This design comes from an exercise in tuning for small area and a short achievable clock period on the open sky130 flow, not from production work.
RTL that was checked went through simulation tests only; none was proved equivalent to the original.
Power figures rest on the tool's default switching activity, not on a simulated workload.

Setup of P:
// csv_record_parse_and_hash
module csv_record_parse_and_hash #(
  parameter int NUM_BUCKETS = crph_pkg::NUM_BUCKETS_DEF
) (
  input  logic         clk,
  input  logic         rst_n,
  input  logic         in_tvalid,
  output logic         in_tready,
  input  logic [7:0]   in_tdata,    
  input  logic         in_tlast,    
  output logic         out_tvalid,
  input  logic         out_tready,
  output logic [103:0] out_tdata,   
  output logic [1:0]   out_tuser    
);
For scale: ~120 I/O pins, about 13000 um2 of cells after synthesis.
Settings: LEC_CHECK=0, ABC_AREA=1, CAP_MARGIN=20, CORE_MARGIN=2, CORE_UTILIZATION=60, CTS_BUF_LIST=sky130_fd_sc_hd__clkbuf_4 sky130_fd_sc_hd__clkbuf_8, PLACE_DENSITY=0.75, SETUP_SLACK_MARGIN=2.2, SLEW_MARGIN=20, TNS_END_PERCENT=10; clock period 5.5 ns.
standard.sh (not shown) runs the stock make flow with config.mk's settings and CLKGATE_MAP_FILE= SYNTH_SCRIPT=/design/flow/synth_recipe.tcl, a recipe that flattens the netlist after the stock synthesis.
==> flow/flow/run.sh <==
#!/bin/bash
# The standard layout (standard.sh), with the port buffers made of the smallest
# plain buffer instead of the resizer's default choice. Every input and output
# port still gets its own buffer.
set -euo pipefail
export BUFFER_PORTS_ARGS="-buffer_cell sky130_fd_sc_hd__buf_1"
bash standard.sh > standard_flow.log 2>&1
What Q does differently from P at the input level:
Settings: SETUP_SLACK_MARGIN: 2.2 -> 2.0.
[summary]
| first-pass GRT wire length | Q vs P | ≈ equal |
Comparing Q with P, the via count came out essentially unchanged.
Q gives less multi-input gate area in the final layout than P did.
Diff P -> Q: antenna violation net count after detailed routing level; minimum clock period after layout climbed 160 ps; worst-case hold slack roughly the same; utilization -0.67 points.
out_tdata[77] as the critical path capture point was reported by Q, and out_tdata[88] by P.
Q: flow completed, timing, DRC and antenna clean
P ran to completion and came out clean on the timing, design-rule and antenna checks.
diff inputs: Q => R
Settings: ABC_AREA: 1 -> unset.
--- outcome ---
Both conditions hold for R: the flow ran to the end and the final layout passed the timing, design-rule and antenna checks.
Number of vias per cell after detailed routing came out higher on R than on Q.
Sequential element share of the synthesized area, Q and R: higher on R
The setup slack of R falls short of that of Q by 76 ps.
R has synthesized area below what Q had.
Comparing the two runs side by side, R comes out ahead of Q on worst hold-check slack.
On path length in cells of the critical path, Q and R are neck and neck.
Mux cell area share after synthesis in R is 2.6 points higher than in Q
| maximum ir drop on the vdd rail | R vs Q | about 40% lower |
When the final numbers for Q and R were put side by side, the mean routed wirelength per cell turned out to be smaller in Q.
What S does differently from R at the input level:
Settings: an added ABC_AREA of 1; a change of CORE_UTILIZATION from 60 to 75; a change of PLACE_DENSITY from 0.75 to 0.85.
Findings:
- Compare S and R | portion of the layout cell area used by non-clock buffers higher: R
- For the area growth from synthesis to layout, S came in 2.4 points lower than R did.
- The placed cell count in S sits 484 above the value recorded for R.
- R vs S, classification of the worst setup path: reg2reg vs reg2out
- Between S and R, the mux contribution to synthesized area is lower for S.
- Diff R -> S | total detailed-routing wirelength | increase of about 19%
- On wire length of the first global-routing pass: between S and R, it ends up lower for R.
- Compared with R, in S sum of internal, switching and leakage power increased about 30%, synthesized-area fraction occupied by and/or/nand/nor cells shows an increase of 16 points.
- Looking at first element of the critical path, the len[4] result is from S; the acc_lo[1] one comes from R.


csv_record_parse_and_hash, a different RTL version from the one above (not shown whole).
For scale: roughly 1400 cells after synthesis, about 160 flip-flops, about 120 I/O pins.
==> flow/config.mk <==
export PLATFORM = sky130hd
export DESIGN_NAME = csv_record_parse_and_hash
export DESIGN_NICKNAME = csv_record_parse_and_hash
export VERILOG_FILES = /design/flow/design.v
export SDC_FILE = /design/flow/constraint.sdc
export NUM_CORES = 4
export LEC_CHECK = 0
export CAP_MARGIN = 20
export CORE_MARGIN = 2
export CORE_UTILIZATION = 60
export PLACE_DENSITY = 0.75
export SETUP_SLACK_MARGIN = 2.2
export SLEW_MARGIN = 20
==> flow/constraint.sdc <==
create_clock -name core_clock -period 5.5 [get_ports {clk}]
set_input_delay 1.1000 -clock core_clock [delete_from_list [all_inputs] [get_ports {clk}]]
set_output_delay 1.1000 -clock core_clock [all_outputs]
set_load 0.01 [all_outputs]
run.sh (not shown) runs the stock make flow with config.mk's settings and CLKGATE_MAP_FILE= SYNTH_SCRIPT=/design/flow/synth_recipe.tcl, a recipe that flattens the netlist after the stock synthesis.
Stock flow here: none of the scripts above is used.
Next try:
==> flow/flow/run.sh (new file) <==
#!/bin/bash
# The standard layout (standard.sh), with the port buffers made of the smallest
# plain buffer instead of the resizer's default choice. Every input and output
# port still gets its own buffer.
set -euo pipefail
export BUFFER_PORTS_ARGS="-buffer_cell sky130_fd_sc_hd__buf_1"
bash standard.sh > standard_flow.log 2>&1
==> flow/standard.sh (new file) <==
#!/bin/bash
# synth_recipe.tcl (not shown) runs the flow's synth.tcl, then flattens the netlist and writes it again
# the make line also repeats each setting of config.mk as NAME=value (left out here)
make -C /OpenROAD-flow-scripts/flow DESIGN_CONFIG=/design/flow/config.mk WORK_HOME=/design/flow/orfs CLKGATE_MAP_FILE= SYNTH_SCRIPT=/design/flow/synth_recipe.tcl "${@:-finish}"
Settings changed: SETUP_SLACK_MARGIN 2.2 to 1.5.
removed: flow/run.sh
After rerunning: Routed wire length fell by 20%; clock-buffer cell count does not change; sequential power rose by about 3%; die area does not change; cell area fell by 18%; synthesized cell count stays the same; register-to-register slack degrades by 0.03 ns; critical path depth fell by 1.
Function was not checked in any run of this note: the RTL went through the layout flow alone.


Another version of the RTL of csv_record_parse_and_hash (not shown whole).
Size in the first run: about 1300 cells after synthesis, about 160 flip-flops, about 0.013 mm2 of cells after synthesis.
export LEC_CHECK = 0
export CAP_MARGIN = 20
export CORE_MARGIN = 2
export CORE_UTILIZATION = 60
export CTS_BUF_LIST = sky130_fd_sc_hd__clkbuf_4 sky130_fd_sc_hd__clkbuf_8
export PLACE_DENSITY = 0.75
export SETUP_SLACK_MARGIN = 2.0
export SLEW_MARGIN = 20
export TNS_END_PERCENT = 10
create_clock -name core_clock -period 5.5 [get_ports {clk}]
standard.sh (not shown) runs the stock make flow with config.mk's settings and CLKGATE_MAP_FILE= SYNTH_SCRIPT=/design/flow/synth_recipe.tcl, a recipe that flattens the netlist after the stock synthesis.
==> flow/flow/run.sh <==
#!/bin/bash
# The standard layout (standard.sh), with the port buffers made of the smallest
# plain buffer instead of the resizer's default choice. Every input and output
# port still gets its own buffer.
set -euo pipefail
export BUFFER_PORTS_ARGS="-buffer_cell sky130_fd_sc_hd__buf_1"
bash standard.sh > standard_flow.log 2>&1
The first run finished clean.
Then changed:
--- a/flow/flow/run.sh
+++ b/flow/flow/run.sh
@@ -5,3 +5,4 @@
 set -euo pipefail
 export BUFFER_PORTS_ARGS="-buffer_cell sky130_fd_sc_hd__buf_1"
+export RECOVER_POWER=100
 bash standard.sh > standard_flow.log 2>&1
- TNS_END_PERCENT: 10 -> unset
=>
- With this change the flow ran to the end with violations: capacitance limit, slew limit
- area after synthesis stays the same
- via count climbs slightly
- first-iteration DRC count shrinks by roughly a tenth
- setup slack is worse by 570 ps
- count of clock-buffer cells in the layout does not change
- register-to-register slack degrades by 650 ps
- critical path depth rises by 3
- design area stays flat
- routed wire length climbs slightly
- worst hold slack hardly moves
- synthesized cell count does not change
Then changed:
--- a/flow/flow/run.sh
+++ b/flow/flow/run.sh
@@ -5,4 +5,3 @@
 set -euo pipefail
 export BUFFER_PORTS_ARGS="-buffer_cell sky130_fd_sc_hd__buf_1"
-export RECOVER_POWER=100
 bash standard.sh > standard_flow.log 2>&1
- CTS_BUF_LIST: sky130_fd_sc_hd__clkbuf_4 sky130_fd_sc_hd__clkbuf_8 -> unset
- SETUP_SLACK_MARGIN: 2.0 -> 1.5
Outcome: With this change the flow went through all stages and came out clean. Clock power climbs by 35%. Clock skew drops by 6.3 ps. Combinational power drops by 8.8%. Final cell count drops by 2.9%. Critical path depth climbs by 6. Total power climbs by 1.9%. First-iteration DRC count climbs by 30%. Synthesized area is unchanged. Wire length drops by 1.1%. Die area does not change.
Then changed:
- CTS_BUF_LIST: unset -> sky130_fd_sc_hd__clkbuf_4 sky130_fd_sc_hd__clkbuf_8
Worst setup slack improved by 32 ps.
Non-clock buffer count is unchanged.
Worst hold slack improved by 7.7 ps.
First-iteration DRC count came out higher by roughly a tenth.
Global-route usage drops by 0.15 points.
Routed wire length is lower slightly.
Synthesized cell count is unchanged.
Total power shrinks by a few percent.
Cell area came out lower slightly.
Clock-buffer cell count does not change.
Critical path depth does not change.
Then changed:
==> flow/run.sh (new file) <==
#!/bin/bash
# synth_recipe.tcl (not shown) runs the flow's synth.tcl, then flattens the netlist and writes it again
# the make line also repeats each setting of config.mk as NAME=value (left out here)
make -C /OpenROAD-flow-scripts/flow DESIGN_CONFIG=/design/flow/config.mk WORK_HOME=/design/flow/orfs CLKGATE_MAP_FILE= SYNTH_SCRIPT=/design/flow/synth_recipe.tcl finish
- CTS_BUF_LIST: sky130_fd_sc_hd__clkbuf_4 sky130_fd_sc_hd__clkbuf_8 -> unset
removed: flow/flow/run.sh
removed: flow/standard.sh
Fmax falls by 3.2%.
Sequential power is about the same.
Worst setup slack loses 120 ps.
Total power grows by 6.9%.
Routed wire length climbs by 2.0%.
Core utilization increases by 4.4 points.
Combinational power rose by about 2%.
Count of clock-buffer cells in the layout stays the same.
Die area does not change.


== the previous run ==
Another version of the RTL of csv_record_parse_and_hash (not shown whole).
For scale: about 1400 cells after synthesis, about 120 I/O pins.
Settings: LEC_CHECK=0, CAP_MARGIN=20, CORE_MARGIN=2, CORE_UTILIZATION=60, CTS_BUF_LIST=sky130_fd_sc_hd__clkbuf_4 sky130_fd_sc_hd__clkbuf_8, PLACE_DENSITY=0.75, SETUP_SLACK_MARGIN=2.0, SLEW_MARGIN=20, TNS_END_PERCENT=10; clock period 5.5 ns.
==> flow/flow/run.sh <==
#!/bin/bash
# The standard layout (standard.sh), with the port buffers made of the smallest
# plain buffer instead of the resizer's default choice. Every input and output
# port still gets its own buffer.
set -euo pipefail
export BUFFER_PORTS_ARGS="-buffer_cell sky130_fd_sc_hd__buf_1"
bash standard.sh > standard_flow.log 2>&1
Relative to the previous run, the following input files were edited for the current run:
- setting ABC_AREA to 1 for the first time
- | largest net degree at the start of global routing | the current run vs the previous run | about 40% lower |
- | final clock period utilization by the worst path | lower: the current run |
- Diff the previous run -> the current run: cell count after synthesis went up 37%, final non-filler cell area decreased 0.96%, area taken by multi-input logic gates saw a decrease, cell-internal power moved down, biggest fanout along the worst timing path now larger.
- Looking at number of buffers inserted by post-CTS setup repair, the current run sits 14 below the previous run.
- In the current run, clock power share is lower than in the previous run.
No functional check of the RTL was part of any run of this note.

-- separate check: timing with driven ports --
Ports are ideal in the flow. The routed layouts listed here were re-timed in OpenROAD. Step 1: set_driving_cell puts a clkbuf_16 on clk and a buf_2 on each other input, an assumption about the parent block. Step 2, shift: input delay + t, output delay - t, t = (earliest + latest rising clock arrival at the registers) / 2. This alone moves slack from input paths to output paths. Three values: ideal, step 1, step 2; two values: the first two.
| run | t (ns) | setup WS [ns] | worst data-port slew with drivers (ns) | cell pins on the clock port's net |
|---|---|---|---|---|
| P | 0.496 | 2.217 / 2.174 / 2.016 | 0.03 | 1 |
| Q | 0.499 | 2.053 / 2.010 / 1.693 | 0.03 | 1 |
| R | 0.508 | 1.978 / 1.965 / 1.495 | 0.03 | 1 |
| S | 0.532 | 2.043 / 2.005 / 1.731 | 0.08 | 1 |
| the first run of note 2 | 0.486 | 1.626 / 1.629 / 1.143 | 0.05 | 1 |
| the second run of note 2 | 0.479 | 1.675 / 1.700 / 1.221 | 0.03 | 1 |
| the first run of note 3 | 0.506 | 1.946 / 1.910 / 1.583 | 0.04 | 1 |
| the second run of note 3 | 0.512 | 1.378 / 1.378 / 1.193 | 0.04 | 1 |
| the third run of note 3 | 0.477 | 1.676 / 1.676 / 1.334 | 0.03 | 1 |
| the fourth run of note 3 | 0.520 | 1.708 / 1.708 / 1.317 | 0.03 | 1 |
| the fifth run of note 3 | 0.480 | 1.584 / 1.535 / 1.204 | 0.04 | 1 |
| the previous run | 0.504 | 1.923 / 1.923 / 1.705 | 0.03 | 1 |
| the current run | 0.508 | 2.005 / 2.005 / 1.842 | 0.09 | 1 |
